Source: an optimization exercise on an open RTL-to-GDS flow (aim: small area and a short achievable clock period). Production flows keep margins and buffers that such runs may drop. Where RTL was checked, it was by simulation tests only, not by an equivalence proof against the original. No driver is modelled on the clock port, so clocking that relies on it looks cheaper here than on a real chip. Power is estimated from default activity; no workload was simulated.

==> module video_top, before the edit <==
module video_top (
	input  wire        I_clk,
	input  wire        rst_n1,
	input  wire        de_in,
	input  wire        vs_n_in,    
	input  wire  [7:0] r_in,
	input  wire  [7:0] g_in,
	input  wire  [7:0] b_in,
	output logic       de_out,
	output logic       hs_out,
	output logic       vs_out,
	output logic [7:0] r_out,
	output logic [7:0] g_out,
	output logic [7:0] b_out,
	output logic       overflow,   
	output logic       underflow   
);
	logic        vs_n_d;
	logic        armed;
	logic        wr_en_n;   
	logic [15:0] wr_pixel;
	logic        tg;        
	logic        frame_start;
	assign frame_start = vs_n_d & ~vs_n_in;
	assign wr_en_n     = de_in & (armed | frame_start);
	always_ff @(posedge I_clk or negedge rst_n1)
	begin
		if (!rst_n1)
		begin
			vs_n_d <= 1'b1;
			armed  <= 1'b0;
		end
		else
		begin
			vs_n_d <= vs_n_in;
			if (frame_start)
				armed <= 1'b1;
		end
	end
	always_ff @(posedge I_clk)
		wr_pixel <= {r_in[7:3], g_in[7:2], b_in[7:3]} ^ {16{~tg}};
	logic [4:0] h;
	logic [2:0] v;
	logic       rd_en_n;   
	logic       h_last;
	logic       v_act;
	assign h_last  = (h == 5'd23);
	assign v_act   = (v >= 3'd3) && (v < 3'd7);
	assign rd_en_n = (h >= 5'd4) && (h < 5'd20) && v_act;
	always_ff @(posedge I_clk or negedge rst_n1)
	begin
		if (!rst_n1)
		begin
			h      <= 5'd22;  
			v      <= 3'd7;
			de_out <= 1'b0;
			hs_out <= 1'b0;
			vs_out <= 1'b0;
		end
		else
		begin
			h      <= h_last ? 5'd0 : h + 5'd1;
			if (h_last)
				v <= v + 3'd1;  
			de_out <= (h >= 5'd6) && (h < 5'd22) && v_act;
			hs_out <= (h < 5'd2);
			vs_out <= (v == 3'd0);
		end
	end
	logic [15:0] s [0:63];
	logic [6:0]  count;
	logic        wr_ok;     
	logic        rd_ok;     
	logic        keep_k;    
	logic        clr_k1;    
	logic        ce_wr;     
	logic        co_wr;     
	logic        wpar;      
	logic        ovf_ev;    
	logic        unf_ev;    
	logic [7:0]  wc;        
	logic [7:0]  wr;        
	logic [7:0]  hc [0:3];  
	logic [7:0]  hr;        
	logic       inc, dec;
	logic       is0, is1, is62, is63, is64;
	logic       full_n, empty_n, c63_n, wr_ok_n, rd_ok_n, wpar_n;
	always_comb
	begin
		inc     = wr_ok & ~rd_ok;
		dec     = rd_ok & ~wr_ok;
		is0     = (count == 7'd0);
		is1     = (count == 7'd1);
		is62    = (count == 7'd62);
		is63    = (count == 7'd63);
		is64    = count[6];
		full_n  = (is64 & ~rd_ok) | (is63 & inc);
		empty_n = (is0 & ~wr_ok) | (is1 & dec);
		c63_n   = (is63 & ~inc & ~dec) | (is62 & inc) | (is64 & dec);
		wr_ok_n = wr_en_n & ~full_n;
		rd_ok_n = rd_en_n & ~empty_n;
		wpar_n  = wpar ^ wr_ok;
	end
	always_ff @(posedge I_clk or negedge rst_n1)
	begin
		if (!rst_n1)
		begin
			tg        <= 1'b0;
			count     <= '0;
			wr_ok     <= 1'b0;
			rd_ok     <= 1'b0;
			keep_k    <= 1'b0;
			clr_k1    <= 1'b0;
			ce_wr     <= 1'b0;
			co_wr     <= 1'b0;
			wpar      <= 1'b0;
			ovf_ev    <= 1'b0;
			unf_ev    <= 1'b0;
			wc        <= 8'h01;
			wr        <= 8'h01;
			for (int q = 0; q < 4; q++)
				hc[q] <= 8'h01;
			hr        <= 8'h01;
			overflow  <= 1'b0;
			underflow <= 1'b0;
		end
		else
		begin
			tg     <= ~tg;
			if (inc)
				count <= count + 7'd1;
			else if (dec)
				count <= count - 7'd1;
			wr_ok  <= wr_ok_n;
			rd_ok  <= rd_ok_n;
			keep_k <= full_n & ~rd_ok_n;
			clr_k1 <= wr_ok_n & (~c63_n | rd_ok_n);
			ce_wr  <= wr_ok_n & ~wpar_n;
			co_wr  <= wr_ok_n & wpar_n;
			wpar   <= wpar_n;
			ovf_ev <= wr_en_n & full_n;
			unf_ev <= rd_en_n & empty_n;
			if (wr_ok)
			begin
				wc <= {wc[6:0], wc[7]};
				if (wc[7])
					wr <= {wr[6:0], wr[7]};
			end
			if (rd_ok)
			begin
				for (int q = 0; q < 4; q++)
					hc[q] <= {hc[q][6:0], hc[q][7]};
				if (hc[0][7])
					hr <= {hr[6:0], hr[7]};
			end
			if (ovf_ev)
				overflow <= 1'b1;
			if (unf_ev)
				underflow <= 1'b1;
		end
	end
	logic [7:0]  xk;
	logic [7:0]  xk1;
	logic [7:0]  zc;
	logic [63:0] rsel;
	logic [15:0] ce;    
	logic [15:0] co;    
	always_comb
	begin
		xk  = wc & {8{~keep_k}};
		xk1 = wc & {8{clr_k1}};
		zc  = xk | {xk1[6:0], 1'b0};
		for (int a = 0; a < 8; a++)
		begin
			rsel[8*a] = (wr[a] & xk[0]) | (wr[(a + 7) % 8] & xk1[7]);
			for (int b = 1; b < 8; b++)
				rsel[8*a+b] = wr[a] & zc[b];
		end
		ce = {16{~ce_wr}} | wr_pixel;
		co = {16{~co_wr}} | wr_pixel;
	end
	always_ff @(posedge I_clk)
	begin
		for (int i = 0; i < 64; i++)
			s[i] <= ~(s[i] | ({16{rsel[i]}} & ((i % 2 == 0) ? ce : co)));
	end
	logic [15:0] rd_raw;
	logic [15:0] rd_raw_d;
	logic [15:0] row_data [0:7];
	logic        okd;
	always_comb
	begin
		for (int i = 0; i < 8; i++)
		begin
			row_data[i] = '0;
			for (int j = 0; j < 8; j++)
				row_data[i] = row_data[i] | (s[8*i+j] & {16{hc[i/2][j]}});
		end
		rd_raw_d = '0;
		for (int i = 0; i < 8; i++)
			rd_raw_d = rd_raw_d | (row_data[i] & {16{hr[i]}});
	end
	logic [15:0] pix_q;
	always_ff @(posedge I_clk)
	begin
		rd_raw <= rd_raw_d;
		okd    <= rd_ok;
		pix_q  <= okd ? (rd_raw ^ {16{~tg}}) : 16'd0;  
	end
	assign r_out = {pix_q[15:11], 3'b000};
	assign g_out = {pix_q[10:5], 2'b00};
	assign b_out = {pix_q[4:0], 3'b000};
endmodule
clock: 4.0 ns
lec_check: 0
cap_margin: 20
core_margin: 2
core_utilization: 60
cts_cluster_diameter: 100
cts_cluster_size: 25
setup_slack_margin: 2.0
slew_margin: 20
run.sh (not shown) runs the stock make flow with config.mk's settings and CLKGATE_MAP_FILE= SYNTH_SCRIPT=/design/flow/synth_recipe.tcl, a recipe that flattens the netlist after the stock synthesis.
The starting point completed without violations.
Rerun with:
--- a/flow/design.v
+++ b/flow/design.v
@@ -108,22 +108,22 @@
 		end
 	end
 	logic [15:0] s [0:63];
 	logic [6:0]  count;
 	logic        wr_ok;     
 	logic        rd_ok;     
-	logic        keep_k;    
+	logic        clr_k;     
 	logic        clr_k1;    
 	logic        ce_wr;     
 	logic        co_wr;     
 	logic        wpar;      
 	logic        ovf_ev;    
 	logic        unf_ev;    
 	logic [7:0]  wc;        
 	logic [7:0]  wr;        
-	logic [7:0]  hc [0:3];  
+	logic [7:0]  hc;        
 	logic [7:0]  hr;        
 	logic       inc, dec;
 	logic       is0, is1, is62, is63, is64;
 	logic       full_n, empty_n, c63_n, wr_ok_n, rd_ok_n, wpar_n;
 	always_comb
 	begin
@@ -146,23 +146,22 @@
 		if (!rst_n1)
 		begin
 			tg        <= 1'b0;
 			count     <= '0;
 			wr_ok     <= 1'b0;
 			rd_ok     <= 1'b0;
-			keep_k    <= 1'b0;
+			clr_k     <= 1'b1;
 			clr_k1    <= 1'b0;
 			ce_wr     <= 1'b0;
 			co_wr     <= 1'b0;
 			wpar      <= 1'b0;
 			ovf_ev    <= 1'b0;
 			unf_ev    <= 1'b0;
 			wc        <= 8'h01;
 			wr        <= 8'h01;
-			for (int q = 0; q < 4; q++)
-				hc[q] <= 8'h01;
+			hc        <= 8'h01;
 			hr        <= 8'h01;
 			overflow  <= 1'b0;
 			underflow <= 1'b0;
 		end
 		else
 		begin
@@ -170,13 +169,13 @@
 			if (inc)
 				count <= count + 7'd1;
 			else if (dec)
 				count <= count - 7'd1;
 			wr_ok  <= wr_ok_n;
 			rd_ok  <= rd_ok_n;
-			keep_k <= full_n & ~rd_ok_n;
+			clr_k  <= ~full_n | rd_ok_n;
 			clr_k1 <= wr_ok_n & (~c63_n | rd_ok_n);
 			ce_wr  <= wr_ok_n & ~wpar_n;
 			co_wr  <= wr_ok_n & wpar_n;
 			wpar   <= wpar_n;
 			ovf_ev <= wr_en_n & full_n;
 			unf_ev <= rd_en_n & empty_n;
@@ -185,15 +184,14 @@
 				wc <= {wc[6:0], wc[7]};
 				if (wc[7])
 					wr <= {wr[6:0], wr[7]};
 			end
 			if (rd_ok)
 			begin
-				for (int q = 0; q < 4; q++)
-					hc[q] <= {hc[q][6:0], hc[q][7]};
-				if (hc[0][7])
+				hc <= {hc[6:0], hc[7]};
+				if (hc[7])
 					hr <= {hr[6:0], hr[7]};
 			end
 			if (ovf_ev)
 				overflow <= 1'b1;
 			if (unf_ev)
 				underflow <= 1'b1;
@@ -204,13 +202,13 @@
 	logic [7:0]  zc;
 	logic [63:0] rsel;
 	logic [15:0] ce;    
 	logic [15:0] co;    
 	always_comb
 	begin
-		xk  = wc & {8{~keep_k}};
+		xk  = wc & {8{clr_k}};
 		xk1 = wc & {8{clr_k1}};
 		zc  = xk | {xk1[6:0], 1'b0};
 		for (int a = 0; a < 8; a++)
 		begin
 			rsel[8*a] = (wr[a] & xk[0]) | (wr[(a + 7) % 8] & xk1[7]);
 			for (int b = 1; b < 8; b++)
@@ -231,13 +229,13 @@
 	always_comb
 	begin
 		for (int i = 0; i < 8; i++)
 		begin
 			row_data[i] = '0;
 			for (int j = 0; j < 8; j++)
-				row_data[i] = row_data[i] | (s[8*i+j] & {16{hc[i/2][j]}});
+				row_data[i] = row_data[i] | (s[8*i+j] & {16{hc[j]}});
 		end
 		rd_raw_d = '0;
 		for (int i = 0; i < 8; i++)
 			rd_raw_d = rd_raw_d | (row_data[i] & {16{hr[i]}});
 	end
 	logic [15:0] pix_q;
After rerunning: The new run finished with timing, DRC and antenna clean; register-to-register slack is about the same; power fell by 1.6%; die area fell by 2.7%; design area rose by 0.58%; worst hold slack gets worse by 0.13 ns.
Function was not checked in any run of this note: the RTL went through the layout flow alone.

* * *

## west
The RTL this note starts from:
==> flow/design.v <==
`default_nettype none
package video_pkg;
	localparam int H_TOTAL  = 24;  
	localparam int H_SYNC   = 2;   
	localparam int H_BPORCH = 4;   
	localparam int H_RES    = 16;  
	localparam int V_TOTAL  = 8;   
	localparam int V_SYNC   = 1;   
	localparam int V_BPORCH = 2;   
	localparam int V_RES    = 4;   
	localparam logic HS_POL = 1'b1;
	localparam logic VS_POL = 1'b1;
	localparam int ALIGN_DEPTH = 2;
	localparam int CNT_W = 5;
	typedef enum logic [1:0] {
		PH_SYNC,    
		PH_BPORCH,  
		PH_ACTIVE,  
		PH_FPORCH   
	} line_phase_t;
	typedef struct packed {
		logic [7:0] r;
		logic [7:0] g;
		logic [7:0] b;
	} rgb888_t;
endpackage
`default_nettype wire
`default_nettype none
package buffer_pkg;
	typedef struct packed {
		logic [4:0] r;  
		logic [5:0] g;  
		logic [4:0] b;  
	} rgb565_t;
	localparam int FIFO_DEPTH = 64;  
	localparam int FIFO_AW    = 6;   
endpackage
`default_nettype wire
`timescale 1ns/1ps
`default_nettype none
module video_top (
	input  wire        I_clk,
	input  wire        rst_n1,
	input  wire        de_in,
	input  wire        vs_n_in,    
	input  wire  [7:0] r_in,
	input  wire  [7:0] g_in,
	input  wire  [7:0] b_in,
	output logic       de_out,
	output logic       hs_out,
	output logic       vs_out,
	output logic [7:0] r_out,
	output logic [7:0] g_out,
	output logic [7:0] b_out,
	output logic       overflow,   
	output logic       underflow   
);
	logic        vs_n_d;
	logic        armed;
	logic        wr_en_n;   
	logic [15:0] wr_pixel;
	logic        tg;        
	logic        frame_start;
	assign frame_start = vs_n_d & ~vs_n_in;
	assign wr_en_n     = de_in & (armed | frame_start);
	always_ff @(posedge I_clk or negedge rst_n1)
	begin
		if (!rst_n1)
		begin
			vs_n_d <= 1'b1;
			armed  <= 1'b0;
		end
		else
		begin
			vs_n_d <= vs_n_in;
			if (frame_start)
				armed <= 1'b1;
		end
	end
	always_ff @(posedge I_clk)
		wr_pixel <= {r_in[7:3], g_in[7:2], b_in[7:3]} ^ {16{~tg}};
	logic [4:0] h;
	logic [2:0] v;
	logic       rd_en_n;   
	logic       h_last;
	logic       v_act;
	assign h_last  = (h == 5'd23);
	assign v_act   = (v >= 3'd3) && (v < 3'd7);
	assign rd_en_n = (h >= 5'd4) && (h < 5'd20) && v_act;
	always_ff @(posedge I_clk or negedge rst_n1)
	begin
		if (!rst_n1)
		begin
			h      <= 5'd22;  
			v      <= 3'd7;
			de_out <= 1'b0;
			hs_out <= 1'b0;
			vs_out <= 1'b0;
		end
		else
		begin
			h      <= h_last ? 5'd0 : h + 5'd1;
			if (h_last)
				v <= v + 3'd1;  
			de_out <= (h >= 5'd6) && (h < 5'd22) && v_act;
			hs_out <= (h < 5'd2);
			vs_out <= (v == 3'd0);
		end
	end
	logic [15:0] s [0:63];
	logic [6:0]  count;
	logic        wr_ok;     
	logic        rd_ok;     
	logic        keep_k;    
	logic        clr_k1;    
	logic        ce_wr;     
	logic        co_wr;     
	logic        wpar;      
	logic        ovf_ev;    
	logic        unf_ev;    
	logic [7:0]  wc;        
	logic [7:0]  wr;        
	logic [7:0]  hc [0:0];  
	logic [7:0]  hr;        
	logic       inc, dec;
	logic       is0, is1, is62, is63, is64;
	logic       full_n, empty_n, c63_n, wr_ok_n, rd_ok_n, wpar_n;
	always_comb
	begin
		inc     = wr_ok & ~rd_ok;
		dec     = rd_ok & ~wr_ok;
		is0     = (count == 7'd0);
		is1     = (count == 7'd1);
		is62    = (count == 7'd62);
		is63    = (count == 7'd63);
		is64    = count[6];
		full_n  = (is64 & ~rd_ok) | (is63 & inc);
		empty_n = (is0 & ~wr_ok) | (is1 & dec);
		c63_n   = (is63 & ~inc & ~dec) | (is62 & inc) | (is64 & dec);
		wr_ok_n = wr_en_n & ~full_n;
		rd_ok_n = rd_en_n & ~empty_n;
		wpar_n  = wpar ^ wr_ok;
	end
	always_ff @(posedge I_clk or negedge rst_n1)
	begin
		if (!rst_n1)
		begin
			tg        <= 1'b0;
			count     <= '0;
			wr_ok     <= 1'b0;
			rd_ok     <= 1'b0;
			keep_k    <= 1'b0;
			clr_k1    <= 1'b0;
			ce_wr     <= 1'b0;
			co_wr     <= 1'b0;
			wpar      <= 1'b0;
			ovf_ev    <= 1'b0;
			unf_ev    <= 1'b0;
			wc        <= 8'h01;
			wr        <= 8'h01;
			for (int q = 0; q < 1; q++)
				hc[q] <= 8'h01;
			hr        <= 8'h01;
			overflow  <= 1'b0;
			underflow <= 1'b0;
		end
		else
		begin
			tg     <= ~tg;
			if (inc)
				count <= count + 7'd1;
			else if (dec)
				count <= count - 7'd1;
			wr_ok  <= wr_ok_n;
			rd_ok  <= rd_ok_n;
			keep_k <= full_n & ~rd_ok_n;
			clr_k1 <= wr_ok_n & (~c63_n | rd_ok_n);
			ce_wr  <= wr_ok_n & ~wpar_n;
			co_wr  <= wr_ok_n & wpar_n;
			wpar   <= wpar_n;
			ovf_ev <= wr_en_n & full_n;
			unf_ev <= rd_en_n & empty_n;
			if (wr_ok)
			begin
				wc <= {wc[6:0], wc[7]};
				if (wc[7])
					wr <= {wr[6:0], wr[7]};
			end
			if (rd_ok)
			begin
				for (int q = 0; q < 1; q++)
					hc[q] <= {hc[q][6:0], hc[q][7]};
				if (hc[0][7])
					hr <= {hr[6:0], hr[7]};
			end
			if (ovf_ev)
				overflow <= 1'b1;
			if (unf_ev)
				underflow <= 1'b1;
		end
	end
	logic [7:0]  xk;
	logic [7:0]  xk1;
	logic [7:0]  zc;
	logic [63:0] rsel;
	logic [15:0] ce;    
	logic [15:0] co;    
	always_comb
	begin
		xk  = wc & {8{~keep_k}};
		xk1 = wc & {8{clr_k1}};
		zc  = xk | {xk1[6:0], 1'b0};
		for (int a = 0; a < 8; a++)
		begin
			rsel[8*a] = (wr[a] & xk[0]) | (wr[(a + 7) % 8] & xk1[7]);
			for (int b = 1; b < 8; b++)
				rsel[8*a+b] = wr[a] & zc[b];
		end
		ce = {16{~ce_wr}} | wr_pixel;
		co = {16{~co_wr}} | wr_pixel;
	end
	always_ff @(posedge I_clk)
	begin
		for (int i = 0; i < 64; i++)
			s[i] <= ~(s[i] | ({16{rsel[i]}} & ((i % 2 == 0) ? ce : co)));
	end
	logic [15:0] rd_lo;
	logic [15:0] rd_hi;
	logic [15:0] rd_lo_d;
	logic [15:0] rd_hi_d;
	logic [15:0] row_data [0:7];
	logic        okd;
	always_comb
	begin
		for (int i = 0; i < 8; i++)
		begin
			row_data[i] = '0;
			for (int j = 0; j < 8; j++)
				row_data[i] = row_data[i] | (s[8*i+j] & {16{hc[0][j]}});
		end
		rd_lo_d = '0;
		rd_hi_d = '0;
		for (int i = 0; i < 4; i++)
		begin
			rd_lo_d = rd_lo_d | (row_data[i] & {16{hr[i]}});
			rd_hi_d = rd_hi_d | (row_data[i+4] & {16{hr[i+4]}});
		end
	end
	logic [15:0] pix_q;
	always_ff @(posedge I_clk)
	begin
		rd_lo <= rd_lo_d;
		rd_hi <= rd_hi_d;
		okd   <= rd_ok;
		pix_q <= okd ? ((rd_lo | rd_hi) ^ {16{~tg}}) : 16'd0;  
	end
	assign r_out = {pix_q[15:11], 3'b000};
	assign g_out = {pix_q[10:5], 2'b00};
	assign b_out = {pix_q[4:0], 3'b000};
endmodule
`default_nettype wire
clock: 4.0 ns
lec_check: 0
cap_margin: 20
core_margin: 2
core_utilization: 60
cts_cluster_diameter: 100
cts_cluster_size: 25
setup_slack_margin: 2.25
slew_margin: 20
standard.sh (not shown) runs the stock make flow with config.mk's settings and CLKGATE_MAP_FILE= SYNTH_SCRIPT=/design/flow/synth_recipe.tcl, a recipe that flattens the netlist after the stock synthesis.
==> flow/flow/run.sh <==
#!/bin/bash
# Standard layout, except that the clock port drives the first level of the
# clock tree directly: after CTS the root buffer CTS puts at the port (which
# drives only the few buffers of the next level) is removed and those
# buffers are connected to the port net. Every register keeps the same
# number of buffer levels from the port, so the tree stays balanced.
set -euo pipefail
here=$(pwd)
res=$here/orfs/results/$FLOW_PLATFORM/video_top/base
bash standard.sh synth > $here/make_synth.log 2>&1
bash standard.sh floorplan place cts > $here/make_place_cts.log 2>&1
FLOW_RES=$res openroad -no_init -exit $here/flow/rootfix.tcl > $here/rootfix.log 2>&1
bash standard.sh finish > $here/make_finish.log 2>&1
Other scripts of this flow, unchanged in this note and not shown: flow/flow/rootfix.tcl
Here is what was changed in the inputs of middle compared with west.
--- a/flow/design.v
+++ b/flow/design.v
@@ -119,9 +119,9 @@
 	logic        ovf_ev;    
 	logic        unf_ev;    
 	logic [7:0]  wc;        
 	logic [7:0]  wr;        
-	logic [7:0]  hc [0:0];  
+	logic [7:0]  hc [0:3];  
 	logic [7:0]  hr;        
 	logic       inc, dec;
 	logic       is0, is1, is62, is63, is64;
 	logic       full_n, empty_n, c63_n, wr_ok_n, rd_ok_n, wpar_n;
@@ -157,9 +157,9 @@
 			ovf_ev    <= 1'b0;
 			unf_ev    <= 1'b0;
 			wc        <= 8'h01;
 			wr        <= 8'h01;
-			for (int q = 0; q < 1; q++)
+			for (int q = 0; q < 4; q++)
 				hc[q] <= 8'h01;
 			hr        <= 8'h01;
 			overflow  <= 1'b0;
 			underflow <= 1'b0;
@@ -187,9 +187,9 @@
 					wr <= {wr[6:0], wr[7]};
 			end
 			if (rd_ok)
 			begin
-				for (int q = 0; q < 1; q++)
+				for (int q = 0; q < 4; q++)
 					hc[q] <= {hc[q][6:0], hc[q][7]};
 				if (hc[0][7])
 					hr <= {hr[6:0], hr[7]};
 			end
@@ -235,9 +235,9 @@
 		for (int i = 0; i < 8; i++)
 		begin
 			row_data[i] = '0;
 			for (int j = 0; j < 8; j++)
-				row_data[i] = row_data[i] | (s[8*i+j] & {16{hc[0][j]}});
+				row_data[i] = row_data[i] | (s[8*i+j] & {16{hc[i/2][j]}});
 		end
 		rd_lo_d = '0;
 		rd_hi_d = '0;
 		for (int i = 0; i < 4; i++)
==> summary.txt <==
Multi-input logic portion of the cell area (middle over west): increase, 0.79 points. Compared with west, in middle summed area of non-filler cells in the final layout fell 1.5%; post-route fraction of the period consumed by the critical path level; die area went up; sequential power ~0 delta.
No functional check of the RTL was part of west.

## afterwards: timing with drivers on the ports
Ports are ideal in the flow. The routed layouts listed here were re-timed in OpenROAD.
Step 1 (the two cells are an assumption about what drives the block):
set clk [get_ports {I_clk}]
set_driving_cell -lib_cell sky130_fd_sc_hd__clkbuf_16 $clk
set_driving_cell -lib_cell sky130_fd_sc_hd__buf_2 [delete_from_list [all_inputs] $clk]
Step 2, shift: input delay + t, output delay - t, t = (earliest + latest rising clock arrival at the registers) / 2. This alone moves slack from input paths to output paths.
Slacks: ideal ports / drivers / drivers and shift; pairs: ideal ports / drivers.
run	t (ns)	slack for setup (ns)	worst setup path at the end	pins driven straight from the clock port
the first run of note 1	0.708	1.860 / 1.860 / 1.769	input to register	1
the second run of note 1	0.706	1.858 / 1.858 / 1.858	register to register	1
west	0.675	2.218 / 2.086 / 1.875	input to register	4
middle	0.683	2.216 / 2.083 / 1.814	input to register	4
After both steps every run listed still meets setup and hold. The setup slack of middle, which loses most, moves by -0.133 ns with the drivers and by -0.402 ns with both steps.
